This design comes from an exercise in tuning for small area on the open sky130 flow, not from production work. The RTL was checked by simulation tests, not by an equivalence proof against the original design. The clock port is modelled as an ideal driver; clocking choices that lean on that would not hold on a real chip.

==> design/flow/design.v <==
module rf_word #(
  parameter int W = 32
) (
  input  logic         clk,
  input  logic         we,
  input  logic         wen,
  input  logic [W-1:0] wd,
  output logic [W-1:0] q
);
  logic [W-1:0] d;
  genvar k;
  generate
    for (k = 0; k < W; k++) begin : g_bit
      rf_ao22 u_mux (.a({we, wen}), .b({wd[k], q[k]}), .y(d[k]));
    end
  endgenerate
  always_ff @(posedge clk)
    q <= d;
endmodule
module rf_ao22 (
  input  logic [1:0] a,
  input  logic [1:0] b,
  output logic       y
);
  assign y = |(a & b);
endmodule
module rf_aoi222 (
  input  logic [2:0] a,
  input  logic [2:0] b,
  output logic       y
);
  assign y = ~|(a & b);
endmodule
module rf_and2 (
  input  logic [1:0] a,
  output logic       y
);
  assign y = &a;
endmodule
module rf_and3 (
  input  logic [2:0] a,
  output logic       y
);
  assign y = &a;
endmodule
module rf_nand2 (
  input  logic [1:0] a,
  output logic       y
);
  assign y = ~&a;
endmodule
module rf_nand4 (
  input  logic [3:0] a,
  output logic       y
);
  assign y = ~&a;
endmodule
module rf_or3 (
  input  logic [2:0] a,
  output logic       y
);
  assign y = |a;
endmodule
module rf_ao32 (
  input  logic [31:0] s,
  input  logic [31:0] d,
  output logic        y
);
  logic [11:0] n;
  logic [2:0]  g;
  genvar k;
  generate
    for (k = 0; k < 10; k++) begin : g_aoi
      rf_aoi222 u_aoi (.a(s[3*k+2:3*k]), .b(d[3*k+2:3*k]), .y(n[k]));
    end
  endgenerate
  rf_nand2 u_t30 (.a({s[30], d[30]}), .y(n[10]));
  rf_nand2 u_t31 (.a({s[31], d[31]}), .y(n[11]));
  rf_nand4 u_n0 (.a(n[3:0]),  .y(g[0]));
  rf_nand4 u_n1 (.a(n[7:4]),  .y(g[1]));
  rf_nand4 u_n2 (.a(n[11:8]), .y(g[2]));
  rf_or3   u_o  (.a(g), .y(y));
endmodule
module rf_cnt (
  input  logic clk,
  input  logic rst,
  input  logic we,
  input  logic inc,
  output logic busy,    
  output logic full     
);
  logic [1:0] r_cnt;
  logic       x;
  assign x    = we ? (r_cnt[1] & ~r_cnt[0]) : r_cnt[0];
  assign busy = r_cnt[1] | (r_cnt[0] & ~we);
  assign full = r_cnt[1] & r_cnt[0] & ~we;
  always_ff @(posedge clk or negedge rst) begin
    if (!rst)
      r_cnt <= 2'b00;
    else
      r_cnt <= {(r_cnt[1] & (~we | inc | r_cnt[0])) | (~we & inc & r_cnt[0]), inc ^ x};
  end
endmodule
module regfile_scoreboard #(
  parameter int REG_LEN      = 32,
  parameter int REG_ADDR_LEN = 5,
  parameter int CNT_W        = 2
) (
  input  logic                    clk,
  input  logic                    rst,
  input  logic [REG_LEN-1:0]      wb_rd_data,
  input  logic [REG_ADDR_LEN-1:0] wb_rd_addr,
  input  logic                    wb_rd_enable,
  input  logic                    id_rs1_read,
  input  logic [REG_ADDR_LEN-1:0] id_rs1_addr,
  input  logic                    id_rs2_read,
  input  logic [REG_ADDR_LEN-1:0] id_rs2_addr,
  input  logic                    issue_valid,
  input  logic [REG_ADDR_LEN-1:0] issue_rd_addr,
  output logic [REG_LEN-1:0]      rs1_data,
  output logic [REG_LEN-1:0]      rs2_data,
  output logic                    stall_req
);
  localparam int NUM_REGS = 1 << REG_ADDR_LEN;
  logic [NUM_REGS-1:0][REG_LEN-1:0] w_regs;
  logic [NUM_REGS-1:0]              w_valid;
  logic [NUM_REGS-1:0] w_we;      
  logic [NUM_REGS-1:0] w_sel1;    
  logic [NUM_REGS-1:0] w_sel2;
  logic [NUM_REGS-1:0] w_busy;    
  logic [NUM_REGS-1:0] w_full;    
  logic [NUM_REGS-1:0] w_hit1, w_hit2, w_hiti;
  logic [NUM_REGS-1:0] w_inc;
  logic                w_byp1, w_byp2;
  logic                w_haz1, w_haz2, w_hazi;
  logic                w_stall;
  assign w_byp1 = wb_rd_enable && (wb_rd_addr == id_rs1_addr) && (id_rs1_addr != '0);
  assign w_byp2 = wb_rd_enable && (wb_rd_addr == id_rs2_addr) && (id_rs2_addr != '0);
  logic [7:0] w_r1_hi, w_r2_hi, w_r1_hs, w_r2_hs, w_wb_hi;
  logic [3:0] w_r1_lo, w_r2_lo, w_wb_lo;
  always_comb begin
    for (int j = 0; j < 8; j++) begin
      w_r1_hi[j] = (id_rs1_addr[4:2] == 3'(j));
      w_r2_hi[j] = (id_rs2_addr[4:2] == 3'(j));
      w_r1_hs[j] = w_r1_hi[j] && !w_byp1;
      w_r2_hs[j] = w_r2_hi[j] && !w_byp2;
      w_wb_hi[j] = wb_rd_enable && (wb_rd_addr[4:2] == 3'(j));
    end
    for (int k = 0; k < 4; k++) begin
      w_r1_lo[k] = (id_rs1_addr[1:0] == 2'(k));
      w_r2_lo[k] = (id_rs2_addr[1:0] == 2'(k));
      w_wb_lo[k] = (wb_rd_addr[1:0] == 2'(k));
    end
  end
  assign w_regs[0]  = wb_rd_data;
  assign w_valid[0] = 1'b0;
  assign w_we[0]    = 1'b0;
  assign w_sel1[0]  = w_byp1;
  assign w_sel2[0]  = w_byp2;
  assign w_busy[0]  = 1'b0;
  assign w_full[0]  = 1'b0;
  assign w_hit1[0]  = 1'b0;
  assign w_hit2[0]  = 1'b0;
  assign w_hiti[0]  = 1'b0;
  assign w_inc[0]   = 1'b0;
  genvar gi;
  generate
    for (gi = 1; gi < NUM_REGS; gi++) begin : g_reg
      localparam int HI = gi / 4;
      localparam int LO = gi % 4;
      logic r_valid;
      logic w_wen;
      assign w_valid[gi] = r_valid;
      rf_and2  u_we   (.a({w_wb_hi[HI], w_wb_lo[LO]}), .y(w_we[gi]));
      rf_nand2 u_wen  (.a({w_wb_hi[HI], w_wb_lo[LO]}), .y(w_wen));
      rf_and3  u_sel1 (.a({w_r1_hs[HI], w_r1_lo[LO], r_valid}), .y(w_sel1[gi]));
      rf_and3  u_sel2 (.a({w_r2_hs[HI], w_r2_lo[LO], r_valid}), .y(w_sel2[gi]));
      assign w_hit1[gi] = w_r1_hi[HI] && w_r1_lo[LO];
      assign w_hit2[gi] = w_r2_hi[HI] && w_r2_lo[LO];
      assign w_hiti[gi] = (issue_rd_addr == REG_ADDR_LEN'(gi));
      assign w_inc[gi]  = issue_valid && !w_stall && w_hiti[gi];
      rf_cnt u_cnt (
        .clk(clk), .rst(rst), .we(w_we[gi]), .inc(w_inc[gi]),
        .busy(w_busy[gi]), .full(w_full[gi])
      );
      rf_word #(.W(REG_LEN)) u_word (
        .clk(clk), .we(w_we[gi]), .wen(w_wen), .wd(wb_rd_data), .q(w_regs[gi])
      );
      always_ff @(posedge clk or negedge rst) begin
        if (!rst)
          r_valid <= 1'b0;
        else if (w_we[gi])
          r_valid <= 1'b1;
      end
    end
    for (gi = 0; gi < REG_LEN; gi++) begin : g_bit
      logic [NUM_REGS-1:0] col;
      for (genvar r = 0; r < NUM_REGS; r++) begin : g_col
        assign col[r] = w_regs[r][gi];
      end
      rf_ao32 u_rd1 (.s(w_sel1), .d(col), .y(rs1_data[gi]));
      rf_ao32 u_rd2 (.s(w_sel2), .d(col), .y(rs2_data[gi]));
    end
  endgenerate
  rf_ao32 u_haz1 (.s(w_hit1), .d(w_busy), .y(w_haz1));
  rf_ao32 u_haz2 (.s(w_hit2), .d(w_busy), .y(w_haz2));
  rf_ao32 u_hazi (.s(w_hiti), .d(w_full), .y(w_hazi));
  assign w_stall   = (id_rs1_read && w_haz1) || (id_rs2_read && w_haz2) ||
                     (issue_valid && w_hazi);
  assign stall_req = w_stall;
endmodule
==> design/flow/flow/run.sh <==
#!/bin/bash
# The standard ORFS layout (the standard.sh, unchanged synthesis), with three changes:
# - port buffers: the smallest buffer, sky130_fd_sc_hd__buf_1, on every input and output;
# - resize step: internal placer buffers removed and high-fanout drivers upsized one step
#   before repair_design (flow/resize_pre.tcl);
# - clock tree: larger sink clusters and no dummy loads, so fewer clock buffers.
# make's output goes to standard.log; ORFS keeps each step's log under orfs/logs/.
set -euo pipefail
here=$(pwd)
export BUFFER_PORTS_ARGS="-buffer_cell sky130_fd_sc_hd__buf_1"
export PRE_RESIZE_TCL="$here/flow/resize_pre.tcl"
export CTS_ARGS="-sink_clustering_enable -repair_clock_nets -dont_use_dummy_load -sink_clustering_size 30 -sink_clustering_max_diameter 100"
bash standard.sh finish > standard.log 2>&1
==> design/flow/flow/resize_pre.tcl <==
# Sourced by ORFS's resize step (PRE_RESIZE_TCL) before its repair_design.
# Timing-driven global placement buffers every high-fanout net (decoded selects and write
# enables that each reach a whole register, and the write-data bits). A driver one size up
# can carry those loads alone, which is smaller than driver plus buffer. So: take out the
# buffers that the placer's repair added on internal nets (port buffers stay), upsize the
# drivers of high-fanout nets by one step, and let repair_design fix whatever is left.
set block [ord::get_db_block]
set db [ord::get_db]

proc net_has_port {net} {
  if {$net eq "NULL"} { return 0 }
  return [expr {[llength [$net getBTerms]] > 0}]
}

set rm {}
foreach inst [$block getInsts] {
  set m [[$inst getMaster] getName]
  if {![regexp {^sky130_fd_sc_hd__(buf|clkbuf)_[0-9]+$} $m]} { continue }
  set touches_port 0
  foreach it [$inst getITerms] {
    if {[$it isInputSignal] || [$it isOutputSignal]} {
      if {[net_has_port [$it getNet]]} { set touches_port 1 }
    }
  }
  if {!$touches_port} { lappend rm [$inst getName] }
}
puts "bench-flow: removing [llength $rm] internal buffers"
if {[llength $rm] > 0} {
  set objs {}
  foreach n $rm { lappend objs [sta::find_instance $n] }
  remove_buffers {*}$objs
}

set up 0
foreach net [$block getNets] {
  set sig [$net getSigType]
  if {$sig eq "POWER" || $sig eq "GROUND" || $sig eq "CLOCK"} { continue }
  set drv ""
  set fo 0
  foreach it [$net getITerms] {
    if {[$it isOutputSignal]} { set drv $it } elseif {[$it isInputSignal]} { incr fo }
  }
  if {$drv eq "" || $fo < 16} { continue }
  set inst [$drv getInst]
  set m [[$inst getMaster] getName]
  if {[regexp {^(sky130_fd_sc_hd__[a-z0-9]+)_[01]$} $m -> base]} {
    set new ${base}_2
    if {[$db findMaster $new] ne "NULL"} {
      replace_cell [get_cells [$inst getName]] [lindex [get_lib_cells */$new] 0]
      incr up
    }
  }
}
puts "bench-flow: upsized $up high-fanout drivers"
==> design/flow/standard.sh <==
#!/bin/bash
# synth_recipe.tcl (not shown) runs the flow's synth.tcl, then flattens the netlist and writes it again
# the make line also repeats each setting of config.mk as NAME=value (left out here)
make -C /OpenROAD-flow-scripts/flow DESIGN_CONFIG=/design/flow/config.mk WORK_HOME=/design/flow/orfs CLKGATE_MAP_FILE= SYNTH_SCRIPT=/design/flow/synth_recipe.tcl "${@:-finish}"
==> design/flow/config.mk <==
export PLATFORM = sky130hd
export DESIGN_NAME = regfile_scoreboard
export DESIGN_NICKNAME = regfile_scoreboard
export VERILOG_FILES = /design/flow/design.v
export SDC_FILE = /design/flow/constraint.sdc
export NUM_CORES = 4
export LEC_CHECK = 0
export CAP_MARGIN = 20
export CORE_MARGIN = 2
export CORE_UTILIZATION = 55
export SLEW_MARGIN = 20
export SYNTH_HIERARCHICAL = 1
export SYNTH_MINIMUM_KEEP_SIZE = 0
==> design/flow/constraint.sdc <==
create_clock -name core_clock -period 8.0 [get_ports {clk}]
set_input_delay 1.6000 -clock core_clock [delete_from_list [all_inputs] [get_ports {clk}]]
set_output_delay 1.6000 -clock core_clock [all_outputs]
set_load 0.01 [all_outputs]
==> flow_summary.ini <==
[outcome]
run_status = finished clean

[cts]
worst_skew_pair.late_latency_ps = 650
numCtsBuffers = 43
post_cts_resized = 0
cts-hold-fix-buffers = 0
clock-sinks = 1085
cts.htree.levels = 2
cts.clk_slew.worst_paths_ps = 60
cts_buffer_depth = 3
post_cts_buffers = 0
clockRootBuffer = sky130_fd_sc_hd__clkbuf_16
tritoncts = yes

[yosys]
synth_seq_cells = 1085
syn-instance-count = 3867
synth.distinct_cells = 30
yosysSeqAreaShare = 0.5098
syn_avg_cell_area_um2 = 11.25
synth_warn = 9
async_flop_share = 0.08571
synthFlopType = sky130_fd_sc_hd__dfxtp_1
synthesis.area_mm2 = 0.04352
synth-edff-count = 0

[setup_path]
worstSetupEndpointType = output pin
timing.setup.critical_path_class = in -> out
cp_data_required_time_ps = 6400
critical_path.reg2reg.endpoint = g_reg[9].u_cnt.r_cnt[1]
cp_top_family = simple AND/OR/NAND/NOR gates
crit_path_top_delay_cell = sky130_fd_sc_hd__and2_2
path_max_fanout = 36
timing.critical_path.slowest_cell_delay_ps = 1170
critPathBufInv = 2
timing.critical_path.from_type = input pin
timing.critical_path.arrival_ps = 6130
timing.reg2reg.worst_path_depth = 10
worst-r2r-setup-slack_ps = 4530
critical_path_cell_list = buf_1, nand2b_1, nor2_1, and2_2, nand2b_1, nand2_1, a222oi_1, nand4_1, or3_1, a22oi_1, nand2_1, buf_1
critical_path.reg2reg.startpoint = g_reg[18].u_cnt.r_cnt[0]

[routing]
first_iter_violations = 11312
routedWlPerCell_um = 41.08
viasPerCell = 8.819
vias = 44712
drt_wl_total_um = 208300
postRouteAntennaNets = 0
detail_route.first_pass.iterations = 12
drc = 0

[layout]
mostFrequentLayoutCells = 992 x sky130_fd_sc_hd__a22o_1, 992 x sky130_fd_sc_hd__dfxtp_1, 670 x sky130_fd_sc_hd__a222oi_1, 205 x sky130_fd_sc_hd__nand2_1, 202 x sky130_fd_sc_hd__nand4_1
drive_above_1_share = 0.06373
multiInputGateArea_mm2 = 0.02138
final_util = 0.5944
area_growth_pct = 7.363
layout.filler_cells = 6589
design.final.nets = 4077
regArea_mm2 = 0.02219

[placed_design]
dpl.hpwl_um = 115100
io_buffers = 122
final_gp_congestion = 1.005

[timing]
tightest_slew_margin_relative_to_the_limit = 0.1006
finClkSkew_ps = 64.30
finalHoldViolations = 0
final-setup-viol-count = 0
worst-slew-pin-transition_ps = 1349
maxSlewViolCount = 0
period_minus_slack_ps = 7730
final_min_period_over_clock_period = 0.9663
setup_total_negative_slack_ps = 0
timing.fmax_ghz = 0.1294
rsz_0062_raised_after_global_routing = false

[global_routing]
maximum_number_of_pins_on_one_net_before_global_route_repair = 94
overall_overflow_remaining_after_global_route = 0
grt_pass1_wl_um = 292600
grt_antenna_before_repair = 15
first_global_vias = 43372
grt_usage = 0.4833

[floorplanning]
chipHeight_um = 285.3
chipWidth_um = 285.3
floorplan.die_area_mm2 = 0.08140
placeableCoreArea_mm2 = 0.07861
core.rowCount = 103
top_level_ports = 123
initial_core_util = 0.5536

[worst_hold_path]
min_delay_worst_endpoint = g_reg[6].r_valid
min-delay-path-class = reg -> reg
timing.hold.worst_path_depth = 1
worst_hold_startpoint = g_reg[6].r_valid

[power_and_ir_drop]
power_density_mw_per_mm2 = 267.0
p_leak_nw = 17.75
p_total_mw = 12.48
peakVddDrop_mv = 0.1987

[run]
max_cap_violations = 0
[how the worst max path moves through the flow]
stage	startpoint	to	slack [ps]	cells past startpoint
after floorplan	wb_rd_addr[2]	stall_req	1960	10
after global routing	wb_rd_addr[3]	stall_req	160	12
after CTS	wb_rd_addr[0]	stall_req	400	11
after global placement	id_rs2_addr[3]	rs2_data[13]	1130	10
after detailed placement	wb_rd_addr[0]	stall_req	430	11
final	wb_rd_addr[2]	stall_req	270	12
[report_power, final]
part	internal, mW	total, mW	switching, mW
Combinational	1.09	2.22	1.13
Sequential	6.58	7.56	0.982
Clock	0.975	2.70	1.72
[modules after synthesis (local to each module, per instance), a selection]
module | flops+latches | copies in the design
regfile_scoreboard | 31 | 1
rf_cnt | 2 | 31
rf_aoi222 | 0 | 670
rf_ao22 | 0 | 992
rf_and2 | 0 | 31
rf_and3 | 0 | 62
rf_nand4 | 0 | 201
rf_or3 | 0 | 67
rf_nand2 | 0 | 165
[kinds of logic (layout without fill, tap and decap cells)]
family | count (synthesis) | in the layout | share of synthesized area
buf+inv | 64 | 209 | 0.006095
simple gates | 902 | 902 | 0.1088
flops | 1085 | 1085 | 0.5098
compound gates | 1774 | 1774 | 0.3670
xor+xnor | 41 | 41 | 0.008251
other cells | 1 | 9 | 0.00008616
[cell usage after synthesis, drive strengths merged (3+ instances only)]
| cell type | count | area share |
|---|---|---|
| a22o | 992 | 0.20 |
| a222oi | 670 | 0.15 |
| or3 | 70 | 0.010 |
| xor2 | 39 | 0.0078 |
| dfxtp | 992 | 0.46 |
| and2 | 34 | 0.0049 |
| and3 | 62 | 0.0089 |
| nor2b | 3 | 0.00043 |
| or2 | 34 | 0.0049 |
| o21ai | 62 | 0.0071 |
| or3b | 7 | 0.0014 |
| a21oi | 45 | 0.0052 |
| buf | 10 | 0.0014 |
| nand2b | 40 | 0.0057 |
| clkbuf | 15 | 0.0013 |
| nand3b | 43 | 0.0074 |
| nand4 | 202 | 0.029 |
| nand3 | 3 | 0.00034 |
| nand2 | 236 | 0.020 |
| inv | 39 | 0.0034 |
| dfrtp | 93 | 0.053 |
| nor2 | 164 | 0.014 |
[per-layer routing]
metal / vias to the layer above / track usage / part of all wire
met3: 1171 / 0.1692 / 0.17
met4: 20 / 0.3830 / 0.095
met1: 21443 / 0.6000 / 0.34
met5: - / 0.002907 / 0.00067
li1: 17298 / - / -
met2: 4780 / 0.6804 / 0.40
[flip-flops by register name, indices dropped and copies added, names as in the netlist]
signal	cells
g.u_cnt.r_cnt	62
g.u_word.q	992
g.r_valid	31
[worst reg2reg max path: stages (launching register included)]
cell	delay, ps
sky130_fd_sc_hd__dfrtp_1	420
sky130_fd_sc_hd__nand2b_1	120
sky130_fd_sc_hd__nand2_1	120
sky130_fd_sc_hd__a222oi_1	370
sky130_fd_sc_hd__nand4_1	190
sky130_fd_sc_hd__or3_1	420
sky130_fd_sc_hd__a22oi_1	440
sky130_fd_sc_hd__nand3b_1	580
sky130_fd_sc_hd__nor2_1	410
sky130_fd_sc_hd__a21oi_1	110
sky130_fd_sc_hd__o21ai_0	160
[layout make-up]
cell class,count,share of cell area
Multi-Input combinational cell,2723,0.4576
Sequential cell,1085,0.4748
Tap cell,1050,0.02812
Inverter,39,0.003133
Clock buffer,43,0.02303
Antenna cell,3,0.0001607
Timing Repair Buffer,127,0.01317
[metrics by stage]
step                      hold slack (ps)  setup WS, ps  std cells  cell area [µm²]
after global placement              460.6          1133       5194            46550
after detailed placement            464.2         431.5       5022            45530
after floorplan                     446.5          1955       3872            43540
final                               487.0         269.7       5070            46730
after global routing                508.7         159.0       5067            46720
after CTS                           485.5         405.0       5065            46600

## afterwards: timing with drivers on the ports
The flow's constraints put no driver on any port. The routed layout listed below was extracted and timed again, unchanged, in two steps. Step 1 sets driving cells, clkbuf_16 on the clock port and buf_2 on the other inputs (assumed; they add their load-dependent delay and slew). Step 2, shift: input delay + t, output delay - t, t = (earliest + latest rising clock arrival at the registers) / 2. This alone moves slack from input paths to output paths. Slacks: no drivers / after step 1 / after step 2; pairs: no drivers / after step 1.
t, ns: 0.701
slack for setup (ns): 0.270 / 0.242 / 0.242
worst setup path at the end: input to output
latest minus earliest clock arrival (ns): 0.097 / 0.097
worst slew at a driven data input, ns: 0.06
After both steps this run still meets setup and hold. The setup slack of this run moves by -0.028 ns with the drivers and by -0.028 ns with both steps.
